From an optimization exercise on the open Yosys and OpenROAD flow, aimed at a short achievable clock period and few clock cycles per item; shortcuts taken in it are not production practice.
RTL that was checked went through simulation tests only; none was proved equivalent to the original.
The RTL of run 1 was laid out without a check of its function.
Power and IR drop assume default switching activity.

==> design.v <==
`timescale 1ns/1ps
module axi_write_engine
#(
	parameter int ID_W = 1
)
(
	input  logic            axi_aclk,
	input  logic            axi_aresetn,
	input  logic [ID_W-1:0] awid,
	input  logic [11:0]     awaddr,
	input  logic [7:0]      awlen,
	input  logic [1:0]      awburst,
	input  logic            awvalid,
	output logic            awready,
	input  logic [31:0]     wdata,
	input  logic            wlast,
	input  logic            wvalid,
	output logic            wready,
	output logic [ID_W-1:0] bid,
	output logic [1:0]      bresp,
	output logic            bvalid,
	input  logic            bready,
	output logic            bank_we,
	output logic [12:0]     bank_wsel,
	output logic [31:0]     bank_wdata,
	output logic            bank_wzero,
	output logic            bank_whzero
);
	localparam int MAX_OUT = 8;    
	localparam int WF_D    = 2;    
	localparam int AWF_D   = 2;    
	localparam [1:0] BURST_FIXED = 2'b00;
	localparam [1:0] OKAY        = 2'b00;
	assign bresp = OKAY;
	logic [12:0]     awf_sel   [AWF_D];
	logic [9:0]      awf_addr  [AWF_D];
	logic            awf_fixed [AWF_D];
	logic [ID_W-1:0] awf_id    [AWF_D];
	logic            awf_rp, awf_wp;
	logic [1:0]      awf_cnt, awf_cnt_n;
	logic [31:0]     wf_data [WF_D];
	logic            wf_last [WF_D];
	logic            wf_rp, wf_wp;
	logic [1:0]      wf_cnt, wf_cnt_n;
	logic            cur;
	logic [12:0]     cur_sel;
	logic [9:0]      cur_addr;
	logic            cur_fixed;
	logic [ID_W-1:0] cur_id;
	logic [3:0]      out_cnt, out_cnt_n;
	logic [ID_W-1:0] bf_id [MAX_OUT];
	logic [2:0]      bf_rp, bf_wp;
	logic [3:0]      bf_cnt;
	logic            aw_hs, w_hs, b_hs;
	logic            beat_ok, go;
	logic [31:0]     beat_data;
	logic            beat_last;
	logic [12:0]     in_sel, ctx_sel, ctx_sel_next;
	logic            in_fixed;
	logic [9:0]      ctx_addr;
	logic            ctx_fixed;
	logic [ID_W-1:0] ctx_id;
	logic            in_to_cur, awf_push, awf_pop, wf_push, wf_pop;
	logic            b_push;
	assign aw_hs    = awvalid && awready;
	assign w_hs     = wvalid && wready;
	assign b_hs     = bvalid && bready;
	assign in_fixed = (awburst == BURST_FIXED);
	wr_slot_decode #(.NEXT(0)) i_dec_in (.addr(awaddr[11:2]), .sel(in_sel));
	assign beat_ok   = (wf_cnt != 0) || w_hs;
	assign beat_data = (wf_cnt != 0) ? wf_data[wf_rp] : wdata;
	assign beat_last = (wf_cnt != 0) ? wf_last[wf_rp] : wlast;
	assign ctx_sel   = cur ? cur_sel   : in_sel;
	assign ctx_addr  = cur ? cur_addr  : awaddr[11:2];
	assign ctx_fixed = cur ? cur_fixed : in_fixed;
	assign ctx_id    = cur ? cur_id    : awid;
	wr_slot_decode #(.NEXT(1)) i_dec_next (.addr(ctx_addr), .sel(ctx_sel_next));
	assign go = beat_ok && (cur || aw_hs);
	assign in_to_cur = (go && cur && beat_last && (awf_cnt == 0)) || (!go && !cur);
	assign awf_push  = aw_hs && !(go && !cur) && !in_to_cur;
	assign awf_pop   = go && beat_last && (awf_cnt != 0);
	assign wf_pop    = go && (wf_cnt != 0);
	assign wf_push   = w_hs && !(go && (wf_cnt == 0));
	assign b_push    = go && beat_last;
	assign awf_cnt_n = awf_cnt + 2'(awf_push) - 2'(awf_pop);
	assign wf_cnt_n  = wf_cnt + 2'(wf_push) - 2'(wf_pop);
	assign out_cnt_n = out_cnt + 4'(aw_hs) - 4'(b_hs);
	always_ff @(posedge axi_aclk)
	begin
		if (!axi_aresetn)
		begin
			awf_rp  <= '0;
			awf_wp  <= '0;
			awf_cnt <= '0;
			wf_rp   <= '0;
			wf_wp   <= '0;
			wf_cnt  <= '0;
			cur     <= 1'b0;
			out_cnt <= '0;
			awready <= 1'b1;
			wready  <= 1'b1;
			bank_we <= 1'b0;
		end
		else
		begin
			if (awf_push)
				awf_wp <= !awf_wp;
			if (awf_pop)
				awf_rp <= !awf_rp;
			if (wf_push)
				wf_wp <= !wf_wp;
			if (wf_pop)
				wf_rp <= !wf_rp;
			awf_cnt <= awf_cnt_n;
			wf_cnt  <= wf_cnt_n;
			out_cnt <= out_cnt_n;
			awready <= (out_cnt_n < 4'(MAX_OUT)) && (awf_cnt_n < 2'(AWF_D));
			wready  <= (wf_cnt_n < 2'(WF_D));
			bank_we <= go;
			if (go)
				cur <= !beat_last || (awf_cnt != 0) || (aw_hs && cur);
			else if (aw_hs)
				cur <= 1'b1;
		end
	end
	always_ff @(posedge axi_aclk)
	begin
		if (awf_push)
		begin
			awf_sel[awf_wp]   <= in_sel;
			awf_addr[awf_wp]  <= awaddr[11:2];
			awf_fixed[awf_wp] <= in_fixed;
			awf_id[awf_wp]    <= awid;
		end
		if (wf_push)
		begin
			wf_data[wf_wp] <= wdata;
			wf_last[wf_wp] <= wlast;
		end
		if (go)
		begin
			bank_wsel   <= ctx_sel;
			bank_wdata  <= beat_data;
			bank_wzero  <= (beat_data == 32'd0);
			bank_whzero <= (beat_data[31:1] == 31'd0);
		end
		if (go && !beat_last)
		begin
			cur_sel   <= ctx_fixed ? ctx_sel : ctx_sel_next;
			cur_addr  <= ctx_fixed ? ctx_addr : ctx_addr + 10'd1;
			cur_fixed <= ctx_fixed;
			cur_id    <= ctx_id;
		end
		else if (go && (awf_cnt != 0))
		begin
			cur_sel   <= awf_sel[awf_rp];
			cur_addr  <= awf_addr[awf_rp];
			cur_fixed <= awf_fixed[awf_rp];
			cur_id    <= awf_id[awf_rp];
		end
		else if (in_to_cur)
		begin
			cur_sel   <= in_sel;
			cur_addr  <= awaddr[11:2];
			cur_fixed <= in_fixed;
			cur_id    <= awid;
		end
	end
	logic bf_push, bf_pop, out_load;
	assign out_load = !bvalid || b_hs;
	assign bf_pop   = out_load && (bf_cnt != 0);
	assign bf_push  = b_push && !(out_load && (bf_cnt == 0));
	always_ff @(posedge axi_aclk)
	begin
		if (!axi_aresetn)
		begin
			bvalid <= 1'b0;
			bf_rp  <= '0;
			bf_wp  <= '0;
			bf_cnt <= '0;
		end
		else
		begin
			if (out_load)
				bvalid <= (bf_cnt != 0) || b_push;
			if (bf_push)
				bf_wp <= bf_wp + 1'b1;
			if (bf_pop)
				bf_rp <= bf_rp + 1'b1;
			bf_cnt <= bf_cnt + 4'(bf_push) - 4'(bf_pop);
		end
	end
	always_ff @(posedge axi_aclk)
	begin
		if (!axi_aresetn)
			bid <= '0;
		else if (out_load)
			bid <= (bf_cnt != 0) ? bf_id[bf_rp] : ctx_id;
	end
	always_ff @(posedge axi_aclk)
	begin
		if (bf_push)
			bf_id[bf_wp] <= ctx_id;
	end
endmodule
module wr_slot_decode
#(
	parameter int NEXT = 0
)
(
	input  logic [9:0]  addr,
	output logic [12:0] sel
);
	localparam logic [13*10-1:0] SLOT_ADDR = {
		10'h029, 10'h028, 10'h025, 10'h024, 10'h021, 10'h020, 10'h011, 10'h01c,
		10'h019, 10'h014, 10'h00e, 10'h00c, 10'h005};
	always_comb
		for (int k = 0; k < 13; k++)
			sel[k] = (addr == 10'(SLOT_ADDR[k*10 +: 10] - 10'(NEXT)));
endmodule
`timescale 1ns/1ps
module axi_read_engine
#(
	parameter int ID_W = 1
)
(
	input  logic            axi_aclk,
	input  logic            axi_aresetn,
	input  logic [ID_W-1:0] arid,
	input  logic [11:0]     araddr,
	input  logic [7:0]      arlen,
	input  logic [1:0]      arburst,
	input  logic            arvalid,
	output logic            arready,
	output logic [ID_W-1:0] rid,
	output logic [31:0]     rdata,
	output logic [1:0]      rresp,
	output logic            rlast,
	output logic            rvalid,
	input  logic            rready,
	output logic [16:0]     bank_rsel,
	input  logic [31:0]     bank_rdata,
	output logic [16:0]     bank_rsel_in,
	input  logic [31:0]     bank_rdata_in
);
	localparam int ARF_D = 2;
	localparam [1:0] BURST_FIXED = 2'b00;
	localparam [1:0] OKAY        = 2'b00;
	assign rresp = OKAY;
	logic [16:0]     arf_sel   [ARF_D];
	logic [9:0]      arf_addr  [ARF_D];
	logic [7:0]      arf_len   [ARF_D];
	logic            arf_fixed [ARF_D];
	logic [ID_W-1:0] arf_id    [ARF_D];
	logic            arf_rp, arf_wp;
	logic [1:0]      arf_cnt, arf_cnt_n;
	logic            cur;
	logic [16:0]     cur_sel;
	logic [9:0]      cur_addr;
	logic [7:0]      cur_len;
	logic            cur_fixed;
	logic [ID_W-1:0] cur_id;
	logic            ar_hs, take, go;
	logic [16:0]     in_sel, in_sel_next, src_sel_next;
	logic            in_fixed;
	logic [16:0]     src_sel;
	logic [9:0]      src_addr;
	logic [7:0]      src_len;
	logic            src_fixed;
	logic [ID_W-1:0] src_id;
	logic            in_used, arf_push, arf_pop;
	logic [16:0]     cur_sel_n;
	logic            cur_n;
	assign ar_hs    = arvalid && arready;
	assign take     = !rvalid || rready;
	assign in_fixed = (arburst == BURST_FIXED);
	rd_slot_decode #(.NEXT(0)) i_dec_in (.addr(araddr[11:2]), .sel(in_sel));
	assign src_sel   = cur ? cur_sel   : in_sel;
	assign src_addr  = cur ? cur_addr  : araddr[11:2];
	assign src_len   = cur ? cur_len   : arlen;
	assign src_fixed = cur ? cur_fixed : in_fixed;
	assign src_id    = cur ? cur_id    : arid;
	assign go        = take && (cur || ar_hs);
	rd_slot_decode #(.NEXT(1)) i_dec_next (.addr(src_addr), .sel(src_sel_next));
	assign bank_rsel    = cur_sel;
	assign bank_rsel_in = in_sel;
	assign in_used  = ar_hs && !cur && (arf_cnt == 0);
	assign arf_push = ar_hs && !in_used && !(go && cur && (cur_len == 8'd0) && (arf_cnt == 0));
	assign arf_pop  = go && (src_len == 8'd0) && (arf_cnt != 0);
	assign arf_cnt_n = arf_cnt + 2'(arf_push) - 2'(arf_pop);
	always_ff @(posedge axi_aclk)
	begin
		if (!axi_aresetn)
		begin
			arf_rp  <= '0;
			arf_wp  <= '0;
			arf_cnt <= '0;
			cur     <= 1'b0;
			rvalid  <= 1'b0;
			arready <= 1'b1;
		end
		else
		begin
			if (arf_push)
				arf_wp <= !arf_wp;
			if (arf_pop)
				arf_rp <= !arf_rp;
			arf_cnt <= arf_cnt_n;
			arready <= (arf_cnt_n < 2'(ARF_D));
			if (take)
				rvalid <= cur || ar_hs;
			if (go)
				cur <= (src_len != 8'd0) || (arf_cnt != 0) || (ar_hs && cur);
			else if (ar_hs)
				cur <= 1'b1;
		end
	end
	always_ff @(posedge axi_aclk)
	begin
		if (!axi_aresetn)
		begin
			rdata <= '0;
			rlast <= 1'b0;
			rid   <= '0;
		end
		else if (go)
		begin
			rdata <= cur ? bank_rdata : bank_rdata_in;
			rlast <= (src_len == 8'd0);
			rid   <= src_id;
		end
	end
	always_ff @(posedge axi_aclk)
	begin
		if (arf_push)
		begin
			arf_sel[arf_wp]   <= in_sel;
			arf_addr[arf_wp]  <= araddr[11:2];
			arf_len[arf_wp]   <= arlen;
			arf_fixed[arf_wp] <= in_fixed;
			arf_id[arf_wp]    <= arid;
		end
		if (go && (src_len != 8'd0))
		begin
			cur_sel   <= src_fixed ? src_sel : src_sel_next;
			cur_addr  <= src_fixed ? src_addr : src_addr + 10'd1;
			cur_len   <= src_len - 8'd1;
			cur_fixed <= src_fixed;
			cur_id    <= src_id;
		end
		else if (go && (arf_cnt != 0))
		begin
			cur_sel   <= arf_sel[arf_rp];
			cur_addr  <= arf_addr[arf_rp];
			cur_len   <= arf_len[arf_rp];
			cur_fixed <= arf_fixed[arf_rp];
			cur_id    <= arf_id[arf_rp];
		end
		else if ((go && cur) || (!go && !cur))
		begin
			cur_sel   <= in_sel;
			cur_addr  <= araddr[11:2];
			cur_len   <= arlen;
			cur_fixed <= in_fixed;
			cur_id    <= arid;
		end
	end
endmodule
module rd_slot_decode
#(
	parameter int NEXT = 0
)
(
	input  logic [9:0]  addr,
	output logic [16:0] sel
);
	localparam logic [17*10-1:0] SLOT_ADDR = {
		10'h029, 10'h028, 10'h025, 10'h024, 10'h021, 10'h020, 10'h011, 10'h040,
		10'h01c, 10'h018, 10'h00e, 10'h00d, 10'h004, 10'h003, 10'h002, 10'h001,
		10'h000};
	always_comb
		for (int k = 0; k < 17; k++)
			sel[k] = (addr == 10'(SLOT_ADDR[k*10 +: 10] - 10'(NEXT)));
endmodule
`timescale 1ns/1ps
`timescale 1ns/1ps
module device_status_fsm
(
	input  logic        axi_aclk,
	input  logic        axi_aresetn,
	input  logic        status_wr,
	input  logic [31:0] status_wdata,
	input  logic        status_wzero,    
	output logic [3:0]  device_status
);
	localparam [1:0] DEV_RESET        = 2'd0;
	localparam [1:0] DEV_SETUP_BASE   = 2'd1;
	localparam [1:0] DEV_SETUP_DRIVER = 2'd2;
	localparam [1:0] DEV_IDLE         = 2'd3;
	logic [1:0] dev_state;
	logic       step_ok;
	always_comb
	begin
		case (dev_state)
			DEV_RESET:        step_ok = status_wdata[1];
			DEV_SETUP_BASE:   step_ok = status_wdata[3];
			DEV_SETUP_DRIVER: step_ok = status_wdata[2];
			default:          step_ok = 1'b0;
		endcase
	end
	always_ff @(posedge axi_aclk)
	begin
		if (!axi_aresetn)
		begin
			device_status <= '0;
			dev_state     <= DEV_RESET;
		end
		else if (status_wr)
		begin
			if (status_wzero)
			begin
				device_status <= 4'b0001;
				dev_state     <= DEV_RESET;
			end
			else if (step_ok)
			begin
				case (dev_state)
					DEV_RESET:      device_status[1] <= 1'b1;
					DEV_SETUP_BASE: device_status[3] <= 1'b1;
					default:        device_status[2] <= 1'b1;
				endcase
				dev_state <= dev_state + 2'd1;
			end
		end
	end
endmodule
`timescale 1ns/1ps
module virtio_regs
#(
	parameter int QUEUE_NUM = 1
)
(
	input  logic        axi_aclk,
	input  logic        axi_aresetn,
	input  logic        bank_we,
	input  logic [12:0] bank_wsel,
	input  logic [31:0] bank_wdata,
	input  logic        bank_wzero,
	input  logic        bank_whzero,
	input  logic [16:0] bank_rsel,
	output logic [31:0] bank_rdata,
	input  logic [16:0] bank_rsel_in,
	output logic [31:0] bank_rdata_in,
	output logic        interrupt
);
	logic        fsel_one;      
	logic        qsel_ok;       
	logic [31:0] queue_num;
	logic        int_status;
	logic [31:0] queue_tab [7];
	logic [3:0]  device_status;
	assign interrupt = int_status;
	device_status_fsm i_device_status_fsm (
		.axi_aclk(axi_aclk), .axi_aresetn(axi_aresetn),
		.status_wr(bank_we && bank_wsel[5]), .status_wdata(bank_wdata),
		.status_wzero(bank_wzero),
		.device_status(device_status)
	);
	always_ff @(posedge axi_aclk)
	begin
		if (!axi_aresetn)
		begin
			fsel_one   <= 1'b0;
			qsel_ok    <= 1'b1;
			queue_num  <= '0;
			int_status <= 1'b0;
			for (int i = 0; i < 7; i++)
				queue_tab[i] <= '0;
		end
		else if (bank_we)
		begin
			if (bank_wsel[0])
				fsel_one <= bank_whzero && bank_wdata[0];
			if (bank_wsel[1])
				qsel_ok <= bank_wzero;
			if (bank_wsel[2])
				queue_num <= bank_wdata;
			if (bank_wsel[3])
				int_status <= 1'b1;
			if (bank_wsel[4])
				int_status <= int_status && !bank_wdata[0];
			for (int i = 0; i < 7; i++)
				if (bank_wsel[6+i] && qsel_ok)
					queue_tab[i] <= bank_wdata;
		end
	end
	logic [32*7-1:0] qtab_flat;
	always_comb
		for (int i = 0; i < 7; i++)
			qtab_flat[i*32 +: 32] = queue_tab[i];
	rd_value_mux i_rd_mux (
		.sel(bank_rsel), .fsel_one(fsel_one), .qsel_ok(qsel_ok), .queue_num(queue_num),
		.int_status(int_status), .device_status(device_status), .queue_tab(qtab_flat),
		.value(bank_rdata)
	);
	rd_value_mux i_rd_mux_in (
		.sel(bank_rsel_in), .fsel_one(fsel_one), .qsel_ok(qsel_ok), .queue_num(queue_num),
		.int_status(int_status), .device_status(device_status), .queue_tab(qtab_flat),
		.value(bank_rdata_in)
	);
endmodule
module rd_value_mux
(
	input  logic [16:0] sel,
	input  logic        fsel_one,
	input  logic        qsel_ok,
	input  logic [31:0] queue_num,
	input  logic        int_status,
	input  logic [3:0]  device_status,
	input  logic [32*7-1:0] queue_tab,
	output logic [31:0] value
);
	localparam [31:0] MAGIC_VALUE   = 32'h7472_6976;
	localparam [31:0] VERSION       = 32'd2;
	localparam [31:0] DEVICE_ID     = 32'd2;
	localparam [31:0] VENDOR_ID     = 32'hff00_1af4;
	localparam [31:0] QUEUE_NUM_MAX = 32'd16;
	localparam [63:0] SECTOR_COUNT  = 64'd4;
	localparam [31:0] FEATURES_HI   = 32'd3;
	always_comb
	begin
		value = ({32{sel[0]}} & MAGIC_VALUE)
			| ({32{sel[1]}} & VERSION)
			| ({32{sel[2]}} & DEVICE_ID)
			| ({32{sel[3]}} & VENDOR_ID)
			| ({32{sel[4] && fsel_one}} & FEATURES_HI)
			| ({32{sel[5]}} & QUEUE_NUM_MAX)
			| ({32{sel[6]}} & queue_num)
			| ({32{sel[7]}} & {31'd0, int_status})
			| ({32{sel[8]}} & {28'd0, device_status})
			| ({32{sel[9]}} & SECTOR_COUNT[31:0]);
		for (int i = 0; i < 7; i++)
			value = value | ({32{sel[10+i] && qsel_ok}} & queue_tab[i*32 +: 32]);
	end
endmodule
`timescale 1ns/1ps
module virtio_mmio_top
#(
	parameter int ID_W      = 1,
	parameter int QUEUE_NUM = 1
)
(
	input  logic            axi_aclk,
	input  logic            axi_aresetn,
	input  logic [ID_W-1:0] awid,
	input  logic [11:0]     awaddr,
	input  logic [7:0]      awlen,
	input  logic [1:0]      awburst,
	input  logic            awvalid,
	output logic            awready,
	input  logic [31:0]     wdata,
	input  logic            wlast,
	input  logic            wvalid,
	output logic            wready,
	output logic [ID_W-1:0] bid,
	output logic [1:0]      bresp,
	output logic            bvalid,
	input  logic            bready,
	input  logic [ID_W-1:0] arid,
	input  logic [11:0]     araddr,
	input  logic [7:0]      arlen,
	input  logic [1:0]      arburst,
	input  logic            arvalid,
	output logic            arready,
	output logic [ID_W-1:0] rid,
	output logic [31:0]     rdata,
	output logic [1:0]      rresp,
	output logic            rlast,
	output logic            rvalid,
	input  logic            rready,
	output logic            interrupt
);
	logic        bank_we;
	logic [12:0] bank_wsel;
	logic        bank_wzero;
	logic        bank_whzero;
	logic [31:0] bank_wdata;
	logic [16:0] bank_rsel;
	logic [31:0] bank_rdata;
	logic [16:0] bank_rsel_in;
	logic [31:0] bank_rdata_in;
	axi_write_engine #(.ID_W(ID_W)) i_axi_write_engine (
		.axi_aclk(axi_aclk), .axi_aresetn(axi_aresetn),
		.awid(awid), .awaddr(awaddr), .awlen(awlen), .awburst(awburst),
		.awvalid(awvalid), .awready(awready),
		.wdata(wdata), .wlast(wlast), .wvalid(wvalid), .wready(wready),
		.bid(bid), .bresp(bresp), .bvalid(bvalid), .bready(bready),
		.bank_we(bank_we), .bank_wsel(bank_wsel), .bank_wdata(bank_wdata),
		.bank_wzero(bank_wzero), .bank_whzero(bank_whzero)
	);
	axi_read_engine #(.ID_W(ID_W)) i_axi_read_engine (
		.axi_aclk(axi_aclk), .axi_aresetn(axi_aresetn),
		.arid(arid), .araddr(araddr), .arlen(arlen), .arburst(arburst),
		.arvalid(arvalid), .arready(arready),
		.rid(rid), .rdata(rdata), .rresp(rresp), .rlast(rlast), .rvalid(rvalid),
		.rready(rready),
		.bank_rsel(bank_rsel), .bank_rdata(bank_rdata),
		.bank_rsel_in(bank_rsel_in), .bank_rdata_in(bank_rdata_in)
	);
	virtio_regs #(.QUEUE_NUM(QUEUE_NUM)) i_virtio_regs (
		.axi_aclk(axi_aclk), .axi_aresetn(axi_aresetn),
		.bank_we(bank_we), .bank_wsel(bank_wsel), .bank_wdata(bank_wdata),
		.bank_wzero(bank_wzero), .bank_whzero(bank_whzero),
		.bank_rsel(bank_rsel), .bank_rdata(bank_rdata),
		.bank_rsel_in(bank_rsel_in), .bank_rdata_in(bank_rdata_in),
		.interrupt(interrupt)
	);
endmodule
==> flow/run.sh <==
#!/bin/bash
# The standard layout, with two sizing options changed so timing repair can
# work on the port buffers: port buffers start as buf_4 instead of a delay
# cell, and resizing may change a cell's footprint.
set -euo pipefail
bash standard.sh MATCH_CELL_FOOTPRINT=0 "BUFFER_PORTS_ARGS=-buffer_cell sky130_fd_sc_hd__buf_4" finish > standard_flow.log 2>&1
==> standard.sh <==
#!/bin/bash
# synth_recipe.tcl (not shown) runs the flow's synth.tcl, then flattens the netlist and writes it again
# the make line also repeats each setting of config.mk as NAME=value (left out here)
make -C /OpenROAD-flow-scripts/flow DESIGN_CONFIG=/design/flow/config.mk WORK_HOME=/design/flow/orfs CLKGATE_MAP_FILE= SYNTH_SCRIPT=/design/flow/synth_recipe.tcl "${@:-finish}"
==> config.mk <==
export PLATFORM = sky130hd
export DESIGN_NAME = virtio_mmio_top
export DESIGN_NICKNAME = virtio_mmio_top
export VERILOG_FILES = /design/flow/design.v
export SDC_FILE = /design/flow/constraint.sdc
export NUM_CORES = 4
export LEC_CHECK = 0
export ABC_CLOCK_PERIOD_IN_PS = 2000
export CAP_MARGIN = 20
export CORE_MARGIN = 2
export CORE_UTILIZATION = 40
export SETUP_SLACK_MARGIN = 3.0
export SLEW_MARGIN = 20
==> constraint.sdc <==
create_clock -name core_clock -period 5.0 [get_ports {axi_aclk}]
set_input_delay 1.0000 -clock core_clock [delete_from_list [all_inputs] [get_ports {axi_aclk}]]
set_output_delay 1.0000 -clock core_clock [all_outputs]
set_load 0.01 [all_outputs]
==> results_dict.tcl, run 1 <==
set metrics [dict create \
    first_global_vias 26450 \
    power_leakage_nw 13.83 \
    maxCapViolCount 0 \
    cp-startpoint "i_axi_read_engine.cur$_SDFFE_PN0P_" \
    post_synth.cell_area_avg_um2 9.707 \
    syn_inst 3138 \
    yosys_most_used_dff "dfxtp_1" \
    fin_hold_ws_ns 0.4695 \
    clkSlewWorstSetupHoldPaths_ns 0.06 \
    peakVddDrop_v 0.0002347 \
    synthMuxAreaShare_pct 6.523 \
    cts_tree "done" \
    num_rows 101 \
    ff2ff_setup_slack_ns 2.53 \
    r2r_cells 9 \
    grt-ovfl-total 0 \
    final_antenna_net_count 0 \
    htreeDepth 3 \
    drt-vias-per-instance 6.186 \
    grt_antenna_before_repair 1 \
    synth_top_family_by_area "compound AO/OA/AOI/OAI gates" \
    tightest_slew_ns 0.8074 \
    setup_viol 0 \
    clk_latency_ns 0.63 \
    fin_tns_setup_ns 0 \
    power.density_mw_per_mm2 446.7 \
    layout.nets 3483 \
    status "no timing/DRC/antenna violations" \
    grt_usage_pct 28.54 \
    die-width_um 280.0 \
    layout_min_cycle_time_ns 2.472 \
    rsz0062_at_grt "true" \
    start_util_pct 40.24 \
    pin_count 131 \
    start_kind "register" \
    critPathMaxFanout 8 \
    post-dp-hpwl_mm 63.48 \
    ys_seq_elements 647 \
    syn-cell-area_mm2 0.03046 \
    yosys.area_share.adder_pct 1.397 \
    ctsHoldBuffers 0 \
    relSlewSlack_pct 46.17 \
    crit_required_ns 5.34 \
    synth_compound_area_share_pct 17.82 \
    synth_edf_count 307 \
    finalWeightedCongestion 0.9161 \
    critPathArrivalTime_ns 2.81 \
    cp-endpoint "i_axi_read_engine.cur_sel[4]$_DFFE_PP_" \
    finClkSkew_ns 0.02156 \
    die_h_um 280.0 \
    root_buffer "clkbuf_16" \
    yosys.area_share.simple_pct 15.31 \
    async_flop_share_pct 0 \
    drc 0 \
    drive_gt1_share_pct 27.06 \
    hold_violations 0 \
    fin_crit_sh_pct 49.44 \
    area_growth_pct 30.00 \
    core_area_mm2 0.07570 \
    cts_buffers 71 \
    criticalPathCategory "register to register" \
    max-clock-path-buffers 3 \
    max_freq_ghz 0.4045 \
    routed_wl_mm 115.6 \
    dr.pass1.iters 7 \
    r2r_end "i_axi_read_engine.cur_sel[4]$_DFFE_PP_" \
    cp-end-kind "register" \
    synth_seq_area_share_pct 52.61 \
    route.detailed.wl_per_inst_um 26.27 \
    slew_violations 0 \
    dr_total_vias 27230 \
    drt_iter0_drc 3369 \
    synth_cell_types 90 \
    fillers 6388 \
    grt_max_degree 150 \
    dieArea_mm2 0.07837 \
    io_buffers 114 \
    ys_warn_count 10 \
    grt_pass1_wl_mm 168.7 \
    synth_xor_area_share_pct 1.121 \
    worstReg2RegStart "i_axi_read_engine.cur$_SDFFE_PN0P_" \
    hold_class "register to register" \
    clock_sinks 647 \
]
==> registers in the layout (all words and copies together), names as in the netlist, 3 cells and up, named ones only <==
register / count
i_axi_read_engine.arf_addr: 20
i_axi_read_engine.arf_len: 16
i_axi_read_engine.arf_sel: 34
i_axi_read_engine.cur_addr: 10
i_axi_read_engine.cur_len: 8
i_axi_read_engine.cur_sel: 17
i_axi_read_engine.rdata: 32
i_axi_write_engine.awf_addr: 20
i_axi_write_engine.awf_sel: 26
i_axi_write_engine.bank_wdata: 32
i_axi_write_engine.bank_wsel: 13
i_axi_write_engine.bf_cnt: 4
i_axi_write_engine.bf_id: 8
i_axi_write_engine.bf_rp: 3
i_axi_write_engine.bf_wp: 3
i_axi_write_engine.cur_addr: 10
i_axi_write_engine.cur_sel: 13
i_axi_write_engine.out_cnt: 4
i_axi_write_engine.wf_data: 64
i_virtio_regs.i_device_status_fsm.device_status: 4
i_virtio_regs.queue_num: 32
i_virtio_regs.queue_tab: 224
==> metrics by stage <==
step	worst slack, ns	std cells	util [%]	cell area [um^2]	total power, W
global placement	1.439	4020	43.20	32700	0.01089
CTS	2.650	4356	50.99	38600	0.01728
global route	2.477	4401	52.31	39600	0.01831
floorplan	1.753	3141	-	31570	0.009736
detailed placement	1.426	4020	43.20	32700	0.01103
finish	2.528	4401	52.31	39600	0.01769
==> cells by family after synthesis <==
kind of cell / after synthesis
and+or+nand+nor: 1043
AOI/OAI and AO/OA: 806
DFF: 647
buffers and inverters: 381
muxes: 188
xor gates and xnor gates: 39
adders and majority gates: 33
other: 1
==> synth_stat cells (all sizes together) (33+ instances only) <==
cell type,n,area [um^2]
nand2,659,2474
a22oi,111,833.3
clkbuf,203,793.3
a22o,40,350.3
nor3,45,241.5
inv,116,435.4
mux2,61,686.9
nor2,96,367.8
edfxtp,307,9219
nand3,57,285.3
dfxtp,340,6807
mux2i,125,1255
a21oi,317,1594
o21ai,66,334.1
o211ai,36,270.3
a31oi,33,206.5
buf,61,354.1
==> routing by layer <==
metal | wire [um] | vias up | part of all wire, % | track usage, %
met5 | 0 | - | 0 | 0
met4 | 6889 | 0 | 6.0 | 15.19
met3 | 12960 | 455 | 11 | 7.031
met2 | 52620 | 1755 | 46 | 44.93
met1 | 43150 | 13130 | 37 | 36.21
li1 | - | 11890 | - | -
==> cell type report <==
| type | count | area (um^2) | share of cell area [%] |
|---|---|---|---|
| Antenna cell | 1 | 2.502 | 0.006320 |
| Clock buffer | 118 | 2257 | 5.701 |
| Clock inverter | 12 | 95.09 | 0.2402 |
| Inverter | 117 | 479.2 | 1.210 |
| Multi-Input combinational cell | 2129 | 14970 | 37.82 |
| Sequential cell | 647 | 16150 | 40.78 |
| Tap cell | 978 | 1224 | 3.090 |
| Timing Repair Buffer | 399 | 4419 | 11.16 |
==> where the power goes <==
group / internal [W] / switching [W] / leakage (nW) / total (W)
logic: 0.00209 / 0.00286 / 6.94 / 0.00495
clock network: 0.00313 / 0.00218 / 1.16 / 0.00530
registers: 0.00656 / 0.000872 / 5.74 / 0.00743
==> timing repair <==
item,4_1_cts,5_1_grt
pin swaps,103,62
setup endpoints to repair,663,567
setup buffers,174,38
gates resized for setup,377,113
cloned,32,6
endpoints found under the hold margin,0,0
==> worst min-delay path by stage <==
stage	start	to	cells past startpoint
global route	i_virtio_regs.queue_tab[5][8]$_SDFFE_PN0P_	i_virtio_regs.queue_tab[5][8]$_SDFFE_PN0P_	2
floorplan	register	register	2
detailed placement	i_virtio_regs.queue_tab[1][5]$_SDFFE_PN0P_	i_virtio_regs.queue_tab[1][5]$_SDFFE_PN0P_	2
global placement	i_virtio_regs.queue_tab[1][30]$_SDFFE_PN0P_	i_virtio_regs.queue_tab[1][30]$_SDFFE_PN0P_	2
finish	i_virtio_regs.queue_tab[6][8]$_SDFFE_PN0P_	i_virtio_regs.queue_tab[6][8]$_SDFFE_PN0P_	2
CTS	i_virtio_regs.queue_tab[1][5]$_SDFFE_PN0P_	i_virtio_regs.queue_tab[1][5]$_SDFFE_PN0P_	2
==> cell usage in the layout (no fill, tap or decap), types with 28 or more instances in the layout <==
cell type and instances:
nand2_1 636, edfxtp_1 307, a21oi_1 298, dfxtp_1 292
buf_4 223, mux2i_1 114, inv_1 96, clkbuf_16 95
a22oi_1 93, buf_6 92, nor2_1 78, nand3_1 52
buf_12 51, a22o_1 40, mux2_2 37, o211ai_1 36
a31oi_1 32, a222oi_1 31, o21ai_0 30, o21ai_1 28
nand4_1 28
==> critical path, cell delays in order, from the launching register on <==
cell and delay (ns):
dfxtp_4 0.45, buf_8 0.16, mux2i_4 0.24, ha_2 0.22, o21ai_4 0.12, buf_4 0.17, o21a_4 0.23, a21oi_4 0.15
a2bb2oi_4 0.22, clkbuf_16 0.21
==> run 2, diff against run 1 <==
--- a/design.v
+++ b/design.v
@@ -193,11 +193,6 @@
 	always_ff @(posedge axi_aclk)
 	begin
-		if (!axi_aresetn)
-			bid <= '0;
-		else if (out_load)
+		if (out_load)
 			bid <= (bf_cnt != 0) ? bf_id[bf_rp] : ctx_id;
-	end
-	always_ff @(posedge axi_aclk)
-	begin
 		if (bf_push)
 			bf_id[bf_wp] <= ctx_id;
@@ -318,19 +313,4 @@
 	always_ff @(posedge axi_aclk)
 	begin
-		if (!axi_aresetn)
-		begin
-			rdata <= '0;
-			rlast <= 1'b0;
-			rid   <= '0;
-		end
-		else if (go)
-		begin
-			rdata <= cur ? bank_rdata : bank_rdata_in;
-			rlast <= (src_len == 8'd0);
-			rid   <= src_id;
-		end
-	end
-	always_ff @(posedge axi_aclk)
-	begin
 		if (arf_push)
 		begin
@@ -341,4 +321,10 @@
 			arf_id[arf_wp]    <= arid;
 		end
+		if (go)
+		begin
+			rdata <= cur ? bank_rdata : bank_rdata_in;
+			rlast <= (src_len == 8'd0);
+			rid   <= src_id;
+		end
 		if (go && (src_len != 8'd0))
 		begin
==> run.sh (new file) <==
#!/bin/bash
# synth_recipe.tcl (not shown) runs the flow's synth.tcl, then flattens the netlist and writes it again
# the make line also repeats each setting of config.mk as NAME=value (left out here)
make -C /OpenROAD-flow-scripts/flow DESIGN_CONFIG=/design/flow/config.mk WORK_HOME=/design/flow/orfs CLKGATE_MAP_FILE= SYNTH_SCRIPT=/design/flow/synth_recipe.tcl finish
removed: flow/run.sh
removed: standard.sh
==> results_dict.tcl, run 2 <==
set metrics [dict create \
    final_common_cell "nand2_1" \
    die-width_um 283.2 \
    finalWeightedCongestion 0.9107 \
    syn-cell-area_mm2 0.03118 \
    grt-ovfl-total 0 \
    routed_wl_mm 118.7 \
    start_util_pct 40.31 \
    die_h_um 283.2 \
    ys_seq_elements 647 \
    ys_top_cells_by_area "edfxtp_1, dfxtp_1, nand2_1" \
    busiest_layer "met2" \
    first_global_vias 26490 \
    syn_inst 3075 \
    comb_power_share_pct 28.5 \
    clock_sinks 647 \
    top_register "i_virtio_regs.queue_tab" \
    synth_edf_count 342 \
    internal-power_w 0.01205 \
    peakVddDrop_v 0.0002872 \
    grt_max_degree 176 \
    maxCapViolCount 0 \
    post-dp-hpwl_mm 61.97 \
    status "no timing/DRC/antenna violations" \
    final_antenna_net_count 0 \
    cts_buffers 74 \
    async_flop_share_pct 0 \
    area_growth_pct 32.36 \
    hold_class "register to register" \
    relSlewSlack_pct 19.12 \
    core_area_mm2 0.07734 \
    finClkSkew_ns 0.01841 \
    grt.met2_usage_pct 43.90 \
    grt_util_met1_pct 35.56 \
    synth_top_cell_by_area "edfxtp_1" \
    fillers 6556 \
    yosys_most_used_dff "edfxtp_1" \
    clk_latency_ns 0.63 \
    ff2ff_setup_slack_ns 2.62 \
    drt-vias-per-instance 6.159 \
    synth.most_common_cell "nand2_1" \
    synth_common_cells "nand2_1, edfxtp_1, dfxtp_1" \
    clkSlewWorstSetupHoldPaths_ns 0.06 \
    tightest_slew_ns 1.209 \
    grt_pass1_wl_mm 169.2 \
    io_buffers 114 \
    drive_gt1_share_pct 28.55 \
    criticalPathCategory "primary input to register" \
    p_sw_w 0.006142 \
    ctsHoldBuffers 0 \
    fin_hold_ws_ns 0.4834 \
    final_core_util_pct 53.36 \
    sw_frac_of_total_pct 33.77 \
    drt_iter0_drc 3394 \
    fin_tns_setup_ns 0 \
    start_kind "primary input" \
    layout.nets 3489 \
    setup_viol 0 \
    power_leakage_nw 14.50 \
    slew_violations 0 \
    power.density_mw_per_mm2 440.8 \
    route.detailed.wl_per_inst_um 26.53 \
    num_rows 102 \
    clockPowerShare_pct 30.3 \
    grt_usage_pct 27.62 \
    layout_min_cycle_time_ns 2.434 \
    cp-end-kind "register" \
    grt_antenna_before_repair 1 \
    crit_required_ns 5.45 \
    largestRegisters "i_virtio_regs.queue_tab x224, i_axi_write_engine.wf_data x64, i_axi_read_engine.arf_sel x34" \
    cts_tree "done" \
    share_seq_of_total_power_pct 41.2 \
    dr.pass1.iters 8 \
    synth_seq_area_share_pct 52.52 \
    rsz0062_at_grt "true" \
    root_buffer "clkbuf_16" \
    grt_use_met3_pct 6.570 \
    ys_warn_count 10 \
    critPathMaxFanout 5 \
    max-clock-path-buffers 3 \
    mostFrequentLayoutCells "nand2_1, edfxtp_1, dfxtp_1, a21boi_0, buf_4" \
    htreeDepth 3 \
    critPathArrivalTime_ns 2.88 \
    pin_count 131 \
    dieArea_mm2 0.08019 \
    fin_crit_sh_pct 48.68 \
    post_synth.cell_area_avg_um2 10.14 \
    dr_total_vias 27560 \
    synth_top_area_share_pct 32.94 \
    drc 0 \
    synth_cell_types 91 \
    max_freq_ghz 0.4109 \
    hold_violations 0 \
    largest_register_ffs 224 \
]
-- run 2: power by group through the flow --
stage               Clock, W  Sequential [W]  Combinational, W
finish               0.00551         0.00750           0.00518
global route         0.00576         0.00757           0.00545
CTS                  0.00555         0.00742           0.00459
detailed placement         0         0.00751           0.00355
global placement           0         0.00748           0.00346
floorplan                  0         0.00703           0.00276
-- run 2: cell type report --
| cell class | instances | area, um^2 | share of cell area [%] |
|---|---|---|---|
| diodes | 1 | 2.502 | 0.006064 |
| flip-flops and latches | 647 | 16420 | 39.80 |
| repair buffers | 446 | 4707 | 11.41 |
| clock inverters | 31 | 310.3 | 0.7519 |
| clock buffers | 107 | 2138 | 5.182 |
| repair inverters | 2 | 20.02 | 0.04851 |
| well taps | 1040 | 1301 | 3.153 |
| multi-input cells | 2088 | 15890 | 38.50 |
| inverters | 112 | 475.5 | 1.152 |
-- run 2: metrics by stage --
step           instance area (um^2)  instances  total power (W)  setup WS [ns]
6_report                      41270       4474          0.01819          2.566
5_1_grt                       41270       4474          0.01878          2.529
4_1_cts                       39860       4402          0.01757          2.631
3_5_place_dp                  34070       4040          0.01106         0.8505
3_3_place_gp                  34070       4040          0.01094         0.8931
2_1_floorplan                 32590       3078         0.009789          1.922
-- run 2: metal layers --
| layer | up-vias | wire, um |
|---|---|---|
| met4 | 0 | 6352 |
| met5 | - | 0 |
| met1 | 13370 | 45020 |
| met3 | 447 | 13310 |
| li1 | 11830 | - |
| met2 | 1910 | 54010 |
-- run 2: logic make-up (layout without fill, tap and decap cells) --
group	count (synthesis)	after routing	synth area share, %
AOI/OAI and AO/OA	781	786	18.70
xor gates and xnor gates	39	39	1.096
adders and majority gates	34	34	1.397
buffers and inverters	367	698	5.053
DFF	647	647	52.52
muxes	185	185	6.305
other	1	5	0.01203
and+or+nand+nor	1021	1040	14.92
-- run 2: path summary, 6_finish.rpt --
check                                                      to                                         from  depth (start not counted)
hold / removal    i_virtio_regs.queue_tab[6][11]$_SDFFE_PN0P_  i_virtio_regs.queue_tab[6][11]$_SDFFE_PN0P_                          2
hold reg to reg   i_virtio_regs.queue_tab[6][11]$_SDFFE_PN0P_  i_virtio_regs.queue_tab[6][11]$_SDFFE_PN0P_                          2
setup / recovery        i_axi_read_engine.rdata[10]$_DFFE_PP_                                    araddr[9]                          9
setup reg to reg       i_axi_read_engine.cur_sel[2]$_DFFE_PP_           i_axi_read_engine.cur$_SDFFE_PN0P_                          7
-- run 2: worst max-delay path, stage by stage --
cell     delay, ns
buf_6         0.09
buf_6         0.11
or4_4         0.56
or3_4         0.43
nor2_4        0.13
buf_6         0.15
buf_6         0.13
a22oi_2       0.07
a31oi_1       0.20
-- run 2: repair_timing --
| item | in CTS | in global routing |
|---|---|---|
| setup endpoints to repair | 811 | 455 |
| pin swaps | 113 | 94 |
| resized for setup | 623 | 174 |
| gates cloned | 35 | 10 |
| setup buffers | 189 | 61 |
Testbench counts of run 2, summed over its fixed seeds: cycles 8,757, items 11,627.
==> run 3, diff against run 2 <==
--- a/design.v
+++ b/design.v
@@ -38,9 +38,9 @@
 	logic [ID_W-1:0] awf_id    [AWF_D];
 	logic            awf_rp, awf_wp;
-	logic [1:0]      awf_cnt, awf_cnt_n;
+	logic            awf_ne, awf_full, awf_ne_n, awf_full_n;
 	logic [31:0]     wf_data [WF_D];
 	logic            wf_last [WF_D];
 	logic            wf_rp, wf_wp;
-	logic [1:0]      wf_cnt, wf_cnt_n;
+	logic            wf_ne, wf_full, wf_ne_n, wf_full_n;
 	logic            cur;
 	logic [12:0]     cur_sel;
@@ -48,5 +48,6 @@
 	logic            cur_fixed;
 	logic [ID_W-1:0] cur_id;
-	logic [3:0]      out_cnt, out_cnt_n;
+	logic [3:0]      out_cnt;
+	logic            out_full, out_full_n;
 	logic [ID_W-1:0] bf_id [MAX_OUT];
 	logic [2:0]      bf_rp, bf_wp;
@@ -68,7 +69,7 @@
 	assign in_fixed = (awburst == BURST_FIXED);
 	wr_slot_decode #(.NEXT(0)) i_dec_in (.addr(awaddr[11:2]), .sel(in_sel));
-	assign beat_ok   = (wf_cnt != 0) || w_hs;
-	assign beat_data = (wf_cnt != 0) ? wf_data[wf_rp] : wdata;
-	assign beat_last = (wf_cnt != 0) ? wf_last[wf_rp] : wlast;
+	assign beat_ok   = wf_ne || w_hs;
+	assign beat_data = wf_ne ? wf_data[wf_rp] : wdata;
+	assign beat_last = wf_ne ? wf_last[wf_rp] : wlast;
 	assign ctx_sel   = cur ? cur_sel   : in_sel;
 	assign ctx_addr  = cur ? cur_addr  : awaddr[11:2];
@@ -77,13 +78,42 @@
 	wr_slot_decode #(.NEXT(1)) i_dec_next (.addr(ctx_addr), .sel(ctx_sel_next));
 	assign go = beat_ok && (cur || aw_hs);
-	assign in_to_cur = (go && cur && beat_last && (awf_cnt == 0)) || (!go && !cur);
-	assign awf_push  = aw_hs && !(go && !cur) && !in_to_cur;
-	assign awf_pop   = go && beat_last && (awf_cnt != 0);
-	assign wf_pop    = go && (wf_cnt != 0);
-	assign wf_push   = w_hs && !(go && (wf_cnt == 0));
+	assign in_to_cur = (go && cur && beat_last && !awf_ne) || (!go && !cur);
+	assign awf_push  = aw_hs && cur && !(go && beat_last && !awf_ne);
+	assign awf_pop   = go && beat_last && awf_ne;
+	assign wf_pop    = go && wf_ne;
+	assign wf_push   = w_hs && !(go && !wf_ne);
 	assign b_push    = go && beat_last;
-	assign awf_cnt_n = awf_cnt + 2'(awf_push) - 2'(awf_pop);
-	assign wf_cnt_n  = wf_cnt + 2'(wf_push) - 2'(wf_pop);
-	assign out_cnt_n = out_cnt + 4'(aw_hs) - 4'(b_hs);
+	always_comb
+	begin
+		awf_ne_n   = awf_ne;
+		awf_full_n = awf_full;
+		if (awf_push && !awf_pop)
+		begin
+			awf_ne_n   = 1'b1;
+			awf_full_n = awf_ne;
+		end
+		else if (awf_pop && !awf_push)
+		begin
+			awf_ne_n   = awf_full;
+			awf_full_n = 1'b0;
+		end
+		wf_ne_n   = wf_ne;
+		wf_full_n = wf_full;
+		if (wf_push && !wf_pop)
+		begin
+			wf_ne_n   = 1'b1;
+			wf_full_n = wf_ne;
+		end
+		else if (wf_pop && !wf_push)
+		begin
+			wf_ne_n   = wf_full;
+			wf_full_n = 1'b0;
+		end
+		out_full_n = out_full;
+		if (aw_hs && !b_hs)
+			out_full_n = (out_cnt == 4'(MAX_OUT - 1));
+		else if (b_hs && !aw_hs)
+			out_full_n = 1'b0;
+	end
 	always_ff @(posedge axi_aclk)
 	begin
@@ -92,8 +122,11 @@
 			awf_rp  <= '0;
 			awf_wp  <= '0;
-			awf_cnt <= '0;
+			awf_ne   <= 1'b0;
+			awf_full <= 1'b0;
 			wf_rp   <= '0;
 			wf_wp   <= '0;
-			wf_cnt  <= '0;
+			wf_ne    <= 1'b0;
+			wf_full  <= 1'b0;
+			out_full <= 1'b0;
 			cur     <= 1'b0;
 			out_cnt <= '0;
@@ -112,12 +145,15 @@
 			if (wf_pop)
 				wf_rp <= !wf_rp;
-			awf_cnt <= awf_cnt_n;
-			wf_cnt  <= wf_cnt_n;
-			out_cnt <= out_cnt_n;
-			awready <= (out_cnt_n < 4'(MAX_OUT)) && (awf_cnt_n < 2'(AWF_D));
-			wready  <= (wf_cnt_n < 2'(WF_D));
+			awf_ne   <= awf_ne_n;
+			awf_full <= awf_full_n;
+			wf_ne    <= wf_ne_n;
+			wf_full  <= wf_full_n;
+			out_full <= out_full_n;
+			out_cnt  <= out_cnt + 4'(aw_hs) - 4'(b_hs);
+			awready  <= !out_full_n && !awf_full_n;
+			wready   <= !wf_full_n;
 			bank_we <= go;
 			if (go)
-				cur <= !beat_last || (awf_cnt != 0) || (aw_hs && cur);
+				cur <= !beat_last || awf_ne || (aw_hs && cur);
 			else if (aw_hs)
 				cur <= 1'b1;
@@ -152,5 +188,5 @@
 			cur_id    <= ctx_id;
 		end
-		else if (go && (awf_cnt != 0))
+		else if (go && awf_ne)
 		begin
 			cur_sel   <= awf_sel[awf_rp];
@@ -193,6 +229,11 @@
 	always_ff @(posedge axi_aclk)
 	begin
-		if (out_load)
+		if (!axi_aresetn)
+			bid <= '0;
+		else if (out_load)
 			bid <= (bf_cnt != 0) ? bf_id[bf_rp] : ctx_id;
+	end
+	always_ff @(posedge axi_aclk)
+	begin
 		if (bf_push)
 			bf_id[bf_wp] <= ctx_id;
@@ -239,5 +280,5 @@
 	input  logic [31:0]     bank_rdata_in
 );
-	localparam int ARF_D = 2;
+	localparam int ARF_D = 2;    
 	localparam [1:0] BURST_FIXED = 2'b00;
 	localparam [1:0] OKAY        = 2'b00;
@@ -246,12 +287,14 @@
 	logic [9:0]      arf_addr  [ARF_D];
 	logic [7:0]      arf_len   [ARF_D];
+	logic            arf_last  [ARF_D];    
 	logic            arf_fixed [ARF_D];
 	logic [ID_W-1:0] arf_id    [ARF_D];
 	logic            arf_rp, arf_wp;
-	logic [1:0]      arf_cnt, arf_cnt_n;
+	logic            arf_ne, arf_full, arf_ne_n, arf_full_n;
 	logic            cur;
 	logic [16:0]     cur_sel;
 	logic [9:0]      cur_addr;
 	logic [7:0]      cur_len;
+	logic            cur_last;             
 	logic            cur_fixed;
 	logic [ID_W-1:0] cur_id;
@@ -262,4 +305,5 @@
 	logic [9:0]      src_addr;
 	logic [7:0]      src_len;
+	logic            src_last, src_last_next, in_last;
 	logic            src_fixed;
 	logic [ID_W-1:0] src_id;
@@ -274,4 +318,7 @@
 	assign src_addr  = cur ? cur_addr  : araddr[11:2];
 	assign src_len   = cur ? cur_len   : arlen;
+	assign in_last   = (arlen == 8'd0);
+	assign src_last  = cur ? cur_last  : in_last;
+	assign src_last_next = cur ? (cur_len == 8'd1) : (arlen == 8'd1);
 	assign src_fixed = cur ? cur_fixed : in_fixed;
 	assign src_id    = cur ? cur_id    : arid;
@@ -280,8 +327,22 @@
 	assign bank_rsel    = cur_sel;
 	assign bank_rsel_in = in_sel;
-	assign in_used  = ar_hs && !cur && (arf_cnt == 0);
-	assign arf_push = ar_hs && !in_used && !(go && cur && (cur_len == 8'd0) && (arf_cnt == 0));
-	assign arf_pop  = go && (src_len == 8'd0) && (arf_cnt != 0);
-	assign arf_cnt_n = arf_cnt + 2'(arf_push) - 2'(arf_pop);
+	assign in_used  = ar_hs && !cur;
+	assign arf_push = ar_hs && cur && !(take && cur_last && !arf_ne);
+	assign arf_pop  = take && cur && cur_last && arf_ne;
+	always_comb
+	begin
+		arf_ne_n   = arf_ne;
+		arf_full_n = arf_full;
+		if (arf_push && !arf_pop)
+		begin
+			arf_ne_n   = 1'b1;
+			arf_full_n = arf_ne;
+		end
+		else if (arf_pop && !arf_push)
+		begin
+			arf_ne_n   = arf_full;
+			arf_full_n = 1'b0;
+		end
+	end
 	always_ff @(posedge axi_aclk)
 	begin
@@ -290,6 +351,7 @@
 			arf_rp  <= '0;
 			arf_wp  <= '0;
-			arf_cnt <= '0;
-			cur     <= 1'b0;
+			arf_ne   <= 1'b0;
+			arf_full <= 1'b0;
+			cur      <= 1'b0;
 			rvalid  <= 1'b0;
 			arready <= 1'b1;
@@ -301,10 +363,11 @@
 			if (arf_pop)
 				arf_rp <= !arf_rp;
-			arf_cnt <= arf_cnt_n;
-			arready <= (arf_cnt_n < 2'(ARF_D));
+			arf_ne   <= arf_ne_n;
+			arf_full <= arf_full_n;
+			arready  <= !arf_full_n;
 			if (take)
 				rvalid <= cur || ar_hs;
 			if (go)
-				cur <= (src_len != 8'd0) || (arf_cnt != 0) || (ar_hs && cur);
+				cur <= !src_last || arf_ne || (ar_hs && cur);
 			else if (ar_hs)
 				cur <= 1'b1;
@@ -313,4 +376,19 @@
 	always_ff @(posedge axi_aclk)
 	begin
+		if (!axi_aresetn)
+		begin
+			rdata <= '0;
+			rlast <= 1'b0;
+			rid   <= '0;
+		end
+		else if (go)
+		begin
+			rdata <= cur ? bank_rdata : bank_rdata_in;
+			rlast <= src_last;
+			rid   <= src_id;
+		end
+	end
+	always_ff @(posedge axi_aclk)
+	begin
 		if (arf_push)
 		begin
@@ -318,26 +396,23 @@
 			arf_addr[arf_wp]  <= araddr[11:2];
 			arf_len[arf_wp]   <= arlen;
+			arf_last[arf_wp]  <= in_last;
 			arf_fixed[arf_wp] <= in_fixed;
 			arf_id[arf_wp]    <= arid;
 		end
-		if (go)
-		begin
-			rdata <= cur ? bank_rdata : bank_rdata_in;
-			rlast <= (src_len == 8'd0);
-			rid   <= src_id;
-		end
-		if (go && (src_len != 8'd0))
+		if (go && !src_last)
 		begin
 			cur_sel   <= src_fixed ? src_sel : src_sel_next;
 			cur_addr  <= src_fixed ? src_addr : src_addr + 10'd1;
 			cur_len   <= src_len - 8'd1;
+			cur_last  <= src_last_next;
 			cur_fixed <= src_fixed;
 			cur_id    <= src_id;
 		end
-		else if (go && (arf_cnt != 0))
+		else if (go && arf_ne)
 		begin
 			cur_sel   <= arf_sel[arf_rp];
 			cur_addr  <= arf_addr[arf_rp];
 			cur_len   <= arf_len[arf_rp];
+			cur_last  <= arf_last[arf_rp];
 			cur_fixed <= arf_fixed[arf_rp];
 			cur_id    <= arf_id[arf_rp];
@@ -348,4 +423,5 @@
 			cur_addr  <= araddr[11:2];
 			cur_len   <= arlen;
+			cur_last  <= in_last;
 			cur_fixed <= in_fixed;
 			cur_id    <= arid;
==> flow/run.sh (new file) <==
#!/bin/bash
# The standard layout, with two sizing options changed so timing repair can
# work on the port buffers: port buffers start as buf_4 instead of a delay
# cell, and resizing may change a cell's footprint.
set -euo pipefail
bash standard.sh MATCH_CELL_FOOTPRINT=0 "BUFFER_PORTS_ARGS=-buffer_cell sky130_fd_sc_hd__buf_4" finish > standard_flow.log 2>&1
==> standard.sh (new file) <==
#!/bin/bash
# synth_recipe.tcl (not shown) runs the flow's synth.tcl, then flattens the netlist and writes it again
# the make line also repeats each setting of config.mk as NAME=value (left out here)
make -C /OpenROAD-flow-scripts/flow DESIGN_CONFIG=/design/flow/config.mk WORK_HOME=/design/flow/orfs CLKGATE_MAP_FILE= SYNTH_SCRIPT=/design/flow/synth_recipe.tcl "${@:-finish}"
removed: run.sh
==> results_dict.tcl, run 3 <==
set metrics [dict create \
    status "no timing/DRC/antenna violations" \
    final_common_cell "nand2_1" \
    grt_antenna_before_repair 2 \
    ys_top_cells_by_area "edfxtp_1, dfxtp_1, nand2_1" \
    layout.nets 3532 \
    rsz0062_at_grt "true" \
    fin_crit_sh_pct 46.12 \
    grt_usage_pct 28.67 \
    core_area_mm2 0.07445 \
    fillers 6306 \
    cts_buffers 72 \
    synth_top_area_share_pct 30.94 \
    die_h_um 278.3 \
    max_freq_ghz 0.4336 \
    slew_violations 0 \
    maxCapViolCount 0 \
    synth_common_cells "nand2_1, a21oi_1, dfxtp_1" \
    stdcell_area_mm2 0.03970 \
    yosys_most_used_dff "dfxtp_1" \
    die-width_um 278.3 \
    dr_total_vias 27490 \
    syn-cell-area_mm2 0.03009 \
    max-clock-path-buffers 3 \
    syn_inst 3172 \
    drt-vias-per-instance 6.186 \
    synth_top_cell_by_area "edfxtp_1" \
    hold_violations 0 \
    r2r_cells 9 \
    stdcell_count 4443 \
    critPathMaxFanout 7 \
    drive_gt1_share_pct 27.53 \
    wl_met3_mm 13.78 \
    cpPeakStageDelay_ns 0.55 \
    synth_cell_types 83 \
    drt_iter0_drc 3741 \
    cp-end-kind "register" \
    grt_max_degree 121 \
    critPathSlowestCell "or4_4" \
    routed_wl_mm 116.6 \
    post-dp-hpwl_mm 62.57 \
    io_buffers 114 \
    route.detailed.wl_per_inst_um 26.25 \
    tightest_slew_ns 1.202 \
    htreeDepth 3 \
    crit_chain "buf_12 > or4_4 > buf_6 > nor4_4 > buf_4 > buf_12 > buf_12 > a221o_1 > a211oi_1 > o31ai_1" \
    async_flop_share_pct 0 \
    holdPathStages 2 \
    ys_seq_elements 651 \
    power_leakage_nw 13.95 \
    placed_area_mm2 0.03238 \
    cts_tree "done" \
    critPathArrivalTime_ns 2.86 \
    fin_tns_setup_ns 0 \
    root_buffer "clkbuf_16" \
    area_growth_pct 31.95 \
    post_synth.cell_area_avg_um2 9.486 \
    drc 0 \
    finalWeightedCongestion 0.8778 \
    final_antenna_net_count 0 \
    peakVddDrop_v 0.0002393 \
    first_global_vias 26400 \
    wl_met2_mm 52.43 \
    clkSlewWorstSetupHoldPaths_ns 0.06 \
    num_rows 100 \
    top_register "i_virtio_regs.queue_tab" \
    largest_register_ffs 224 \
    synth.most_common_cell "nand2_1" \
    largestRegisters "i_virtio_regs.queue_tab x224, i_axi_write_engine.wf_data x64, i_axi_read_engine.arf_sel x34" \
    dieArea_mm2 0.07743 \
    finClkSkew_ns 0.04465 \
    clk_latency_ns 0.65 \
    hold_class "register to register" \
    ys_warn_count 10 \
    start_kind "primary input" \
    criticalPathCategory "primary input to register" \
    mostFrequentLayoutCells "nand2_1, a21oi_1, edfxtp_1, dfxtp_1, buf_4" \
    highest_layer "met5" \
    setup_viol 0 \
    synth_edf_count 310 \
    clock_sinks 651 \
    power.density_mw_per_mm2 382.5 \
    synth_seq_area_share_pct 53.63 \
    place_inst 4044 \
    crit_path_frequent_cell "buf_12" \
    relSlewSlack_pct 19.58 \
    wl_met1_mm 43.67 \
    grt_pass1_wl_mm 168.0 \
    grt-ovfl-total 0 \
    dr.pass1.iters 7 \
    start_util_pct 40.42 \
    pin_count 131 \
    layout_min_cycle_time_ns 2.306 \
    crit_required_ns 5.55 \
]
run 3: per-stage QoR:
stage / total power (W) / hold slack, ns / utilization, % / worst slack, ns
2_1_floorplan: 0.008073 / 0.4347 / - / 2.120
3_3_place_gp: 0.008810 / 0.4498 / 43.50 / 1.310
3_5_place_dp: 0.008898 / 0.4510 / 43.50 / 1.303
4_1_cts: 0.01486 / 0.4566 / 51.36 / 2.638
5_1_grt: 0.01564 / 0.4727 / 53.33 / 2.626
6_report: 0.01519 / 0.4480 / 53.33 / 2.694
run 3: logic make-up after synthesis:
group / count (synthesis) / synth area share, %
other cells: 1 / 0.01246
mux: 153 / 5.323
buf+inv: 318 / 4.304
fa+ha+maj: 33 / 1.422
flops: 651 / 53.63
compound gates: 848 / 18.01
simple gates: 1131 / 16.23
xor+xnor: 37 / 1.077
run 3: where the power goes:
part           switching (W)  internal (W)
Combinational        0.00182       0.00122
Sequential          0.000498       0.00614
Clock                0.00229       0.00322
Total                0.00461        0.0106
run 3: cell type report:
cell class | instances | area (um^2) | area share, %
flip-flops and latches | 651 | 16250 | 40.94
multi-input cells | 2220 | 15040 | 37.88
repair buffers | 414 | 4511 | 11.36
clock buffers | 106 | 2155 | 5.427
well taps | 969 | 1212 | 3.054
clock inverters | 28 | 300.3 | 0.7564
inverters | 54 | 229.0 | 0.5767
diodes | 1 | 2.502 | 0.006303
run 3: repair_timing:
item	in CTS	in global routing
gates resized for setup	398	178
cloned	26	6
pin swaps	118	93
setup endpoints to repair	675	562
buffers inserted	164	68
hold buffers	0	0
run 3: final timing paths:
check / startpoint / end / slack [ns]
max: araddr[10] / i_axi_read_engine.rdata[18]$_SDFFE_PN0P_ / 2.69
min: i_axi_read_engine.rdata[14]$_SDFFE_PN0P_ / i_axi_read_engine.rdata[14]$_SDFFE_PN0P_ / 0.45
max reg2reg: register / i_axi_write_engine.bf_cnt[2]$_SDFF_PN0_ / 2.76
min reg2reg: i_axi_read_engine.rdata[14]$_SDFFE_PN0P_ / i_axi_read_engine.rdata[14]$_SDFFE_PN0P_ / 0.45
run 3: routing by layer:
layer	global-route usage (%)	vias to the layer above
li1	-	11970
met1	36.68	13260
met2	45.03	1773
met3	7.438	482
met4	14.10	4
met5	0.1876	-
run 3: worst max-delay path: cells and delay by family:
kind	cells	cell delay [ns]
buffers and inverters	5	0.72
and+or+nand+nor	2	0.74
AOI/OAI and AO/OA	3	0.39
Testbench counts of run 3, summed over its fixed seeds: cycles 8,757, items 11,627.
==> run 4, diff against run 3 <==
==> run.sh (new file) <==
#!/bin/bash
# synth_recipe.tcl (not shown) runs the flow's synth.tcl, then flattens the netlist and writes it again
# the make line also repeats each setting of config.mk as NAME=value (left out here)
make -C /OpenROAD-flow-scripts/flow DESIGN_CONFIG=/design/flow/config.mk WORK_HOME=/design/flow/orfs CLKGATE_MAP_FILE= SYNTH_SCRIPT=/design/flow/synth_recipe.tcl finish
--- a/config.mk
+++ b/config.mk
@@ -6,8 +6,8 @@
 export NUM_CORES = 4
 export LEC_CHECK = 0
-export ABC_CLOCK_PERIOD_IN_PS = 2000
+export ABC_CLOCK_PERIOD_IN_PS = 1000
 export CAP_MARGIN = 20
 export CORE_MARGIN = 2
 export CORE_UTILIZATION = 40
-export SETUP_SLACK_MARGIN = 3.0
+export SETUP_SLACK_MARGIN = 3.3
 export SLEW_MARGIN = 20
removed: flow/run.sh
removed: standard.sh
==> results_dict.tcl, run 4 <==
set metrics [dict create \
    synth_cell_types 83 \
    clk_latency_ns 0.65 \
    synth.most_common_cell "nand2_1" \
    dp_slack_ns 1.006 \
    criticalPathCategory "register to register" \
    drt_iter0_drc 4657 \
    synth_top_cell_by_area "edfxtp_1" \
    relSlewSlack_pct 45.98 \
    post-dp-hpwl_mm 62.61 \
    critPathMaxFanout 6 \
    crit_required_ns 5.40 \
    ctsHoldBuffers 0 \
    ys_seq_elements 651 \
    clock_sinks 651 \
    layout_min_cycle_time_ns 2.316 \
    grt_usage_pct 32.53 \
    finalWeightedCongestion 0.8927 \
    peakVddDrop_v 0.0002797 \
    wl_met1_mm 48.44 \
    fin_tns_setup_ns 0 \
    htreeDepth 3 \
    power_leakage_nw 15.61 \
    ys_warn_count 10 \
    grt-ovfl-total 0 \
    maxCapViolCount 0 \
    status "no timing/DRC/antenna violations" \
    synth_seq_area_share_pct 53.63 \
    power.density_mw_per_mm2 363.1 \
    ys_top_cells_by_area "edfxtp_1, dfxtp_1, nand2_1" \
    finClkSkew_ns 0.03388 \
    drc 0 \
    yosys_most_used_dff "dfxtp_1" \
    final_common_cell "nand2_1" \
    route.detailed.wl_per_inst_um 29.63 \
    die-width_um 278.3 \
    first_global_vias 28040 \
    syn_inst 3172 \
    drt-vias-per-instance 6.454 \
    wl_met3_mm 20.43 \
    largest_register_ffs 224 \
    largestRegisters "i_virtio_regs.queue_tab x224, i_axi_write_engine.wf_data x64, i_axi_read_engine.arf_sel x34" \
    synth_common_cells "nand2_1, a21oi_1, dfxtp_1" \
    io_buffers 114 \
    slew_violations 0 \
    mostFrequentLayoutCells "nand2_1, a21oi_1, edfxtp_1, dfxtp_1, buf_4" \
    num_rows 100 \
    start_kind "register" \
    grt_pass1_wl_mm 187.3 \
    top_register "i_virtio_regs.queue_tab" \
    dr_total_vias 30140 \
    fin_crit_sh_pct 46.33 \
    grt_max_degree 96 \
    start_util_pct 40.42 \
    grt_antenna_before_repair 8 \
    critPathArrivalTime_ns 2.71 \
    synth_top_area_share_pct 30.94 \
    power_w 0.01593 \
    layout.nets 3764 \
    dieArea_mm2 0.07743 \
    async_flop_share_pct 0 \
    die_h_um 278.3 \
    fin_ws_ns 2.684 \
    dr.pass1.iters 10 \
    final_antenna_net_count 0 \
    syn-cell-area_mm2 0.03009 \
    pin_count 131 \
    hold_violations 0 \
    hold_class "register to register" \
    max-clock-path-buffers 3 \
    synth_edf_count 310 \
    max_freq_ghz 0.4317 \
    setup_viol 0 \
    highest_layer "met5" \
    core_area_mm2 0.07445 \
    cts_buffers 71 \
    fin_hold_ws_ns 0.4632 \
    clkSlewWorstSetupHoldPaths_ns 0.07 \
    area_growth_pct 45.78 \
    wl_met2_mm 58.91 \
    cp-end-kind "register" \
    post_synth.cell_area_avg_um2 9.486 \
    cts_tree "done" \
    tightest_slew_ns 0.8103 \
    routed_wl_mm 138.4 \
    rsz0062_at_grt "true" \
    root_buffer "clkbuf_16" \
    drive_gt1_share_pct 33.06 \
]
==> run 4: cell count changes in the layout (fill, tap and decap cells not counted), sizes merged, moves of 2 or more <==
cell / previous run / this run
and3: 11 / 18
buf: 398 / 572
bufbuf: 0 / 7
bufinv: 4 / 2
clkbuf: 122 / 115
clkdlybuf4s15: 0 / 2
clkdlybuf4s50: 0 / 33
clkinv: 19 / 14
dlygate4sd2: 0 / 2
nand2: 707 / 720
nor2: 172 / 170
==> run 4: cells by family after synthesis <==
family	synth area share (%)
and+or+nand+nor	16.23
AOI/OAI and AO/OA	18.01
muxes	5.323
xor gates and xnor gates	1.077
other	0.01246
buffers and inverters	4.304
adders and majority gates	1.422
DFF	53.63
==> run 4: layer usage <==
layer  vias up  track usage [%]
met4         8            18.75
met3       792            11.55
met2      2502            49.33
met1     14360            40.04
li1      12480                -
met5         -                0
==> run 4: critical path: stages (launching register included) <==
cell	delay [ns]
dfxtp_4	0.38
buf_6	0.12
buf_12	0.13
buf_16	0.13
nor3_4	0.19
nor2_2	0.08
or3_1	0.38
xor2_1	0.23
a211oi_1	0.13
a311o_1	0.27
==> run 4: report_power, final <==
| part | switching (W) | total, W | internal [W] |
|---|---|---|---|
| sequential | 0.000541 | 0.00668 | 0.00614 |
| combinational | 0.00222 | 0.00396 | 0.00174 |
| clock | 0.00231 | 0.00529 | 0.00298 |
| total | 0.00507 | 0.0159 | 0.0109 |
==> run 4: final cells by class <==
type / instances / area, um^2
clock buffers: 107 / 2076
well taps: 969 / 1212
inverters: 54 / 234.0
repair inverters: 1 / 8.758
diodes: 2 / 5.005
flip-flops and latches: 651 / 16260
fillers: 5619 / 30580
multi-input cells: 2241 / 15980
repair buffers: 625 / 7909
clock inverters: 20 / 172.7
==> run 4: per-stage QoR <==
stage          util (%)  instances  instance area, um^2
2_1_floorplan         -       3175                31870
3_3_place_gp      44.16       4050                32880
3_5_place_dp      44.16       4050                32880
4_1_cts           55.88       4536                41600
5_1_grt           58.91       4669                43860
6_report          58.92       4670                43860
==> run 4: worst paths after layout <==
path | start | depth (start not counted) | to | slack, ns
worst max-delay path | i_axi_read_engine.cur$_SDFFE_PN0P_ | 9 | i_axi_read_engine.cur_len[5]$_DFFE_PP_ | 2.68
worst min-delay path | i_axi_read_engine.rdata[14]$_SDFFE_PN0P_ | 2 | i_axi_read_engine.rdata[14]$_SDFFE_PN0P_ | 0.46
worst max register to register | i_axi_read_engine.cur$_SDFFE_PN0P_ | 9 | i_axi_read_engine.cur_len[5]$_DFFE_PP_ | 2.68
worst min register to register | i_axi_read_engine.rdata[14]$_SDFFE_PN0P_ | 2 | i_axi_read_engine.rdata[14]$_SDFFE_PN0P_ | 0.46
==> run 4: what timing repair did <==
action,4_1_cts,5_1_grt
buffers inserted,294,116
endpoints found under the setup margin,835,745
gates resized for setup,1017,190
pin swaps,176,130
gates cloned,65,16

what the ideal ports hide:
No port has a modelled driver above. Below, the same layouts with a new extraction and two added sets of constraints.
Step 1 (the two cells are an assumption about what drives the block):
set clk [get_ports {axi_aclk}]
set_driving_cell -lib_cell sky130_fd_sc_hd__clkbuf_16 $clk
set_driving_cell -lib_cell sky130_fd_sc_hd__buf_2 [delete_from_list [all_inputs] $clk]
Step 2 adds t to the input delays and takes it off the output delays; t is the mean of the earliest and latest rising clock arrival at the registers after step 1. Input paths then give back, and output paths get back, about the clock's delay inside the block.
Three values: ideal ports, drivers, drivers and shift; two values: the first two.
| run | shift t [ns] | setup WS [ns] | hold WS [ns] | worst data-port slew with drivers (ns) | pins driven straight from the clock port |
|---|---|---|---|---|---|
| run 1 | 0.683 | 2.528 / 2.528 / 1.966 | 0.469 / 0.469 / 0.469 | 0.09 | 1 |
| run 2 | 0.685 | 2.566 / 2.573 / 1.888 | 0.483 / 0.483 / 0.483 | 0.07 | 1 |
| run 3 | 0.689 | 2.694 / 2.610 / 1.921 | 0.448 / 0.448 / 0.448 | 0.23 | 1 |
| run 4 | 0.699 | 2.684 / 2.652 / 1.953 | 0.463 / 0.463 / 0.463 | 0.20 | 1 |
After both steps every run listed still meets setup and hold. The setup slack of run 3, which loses most, moves by -0.084 ns with the drivers and by -0.773 ns with both steps.
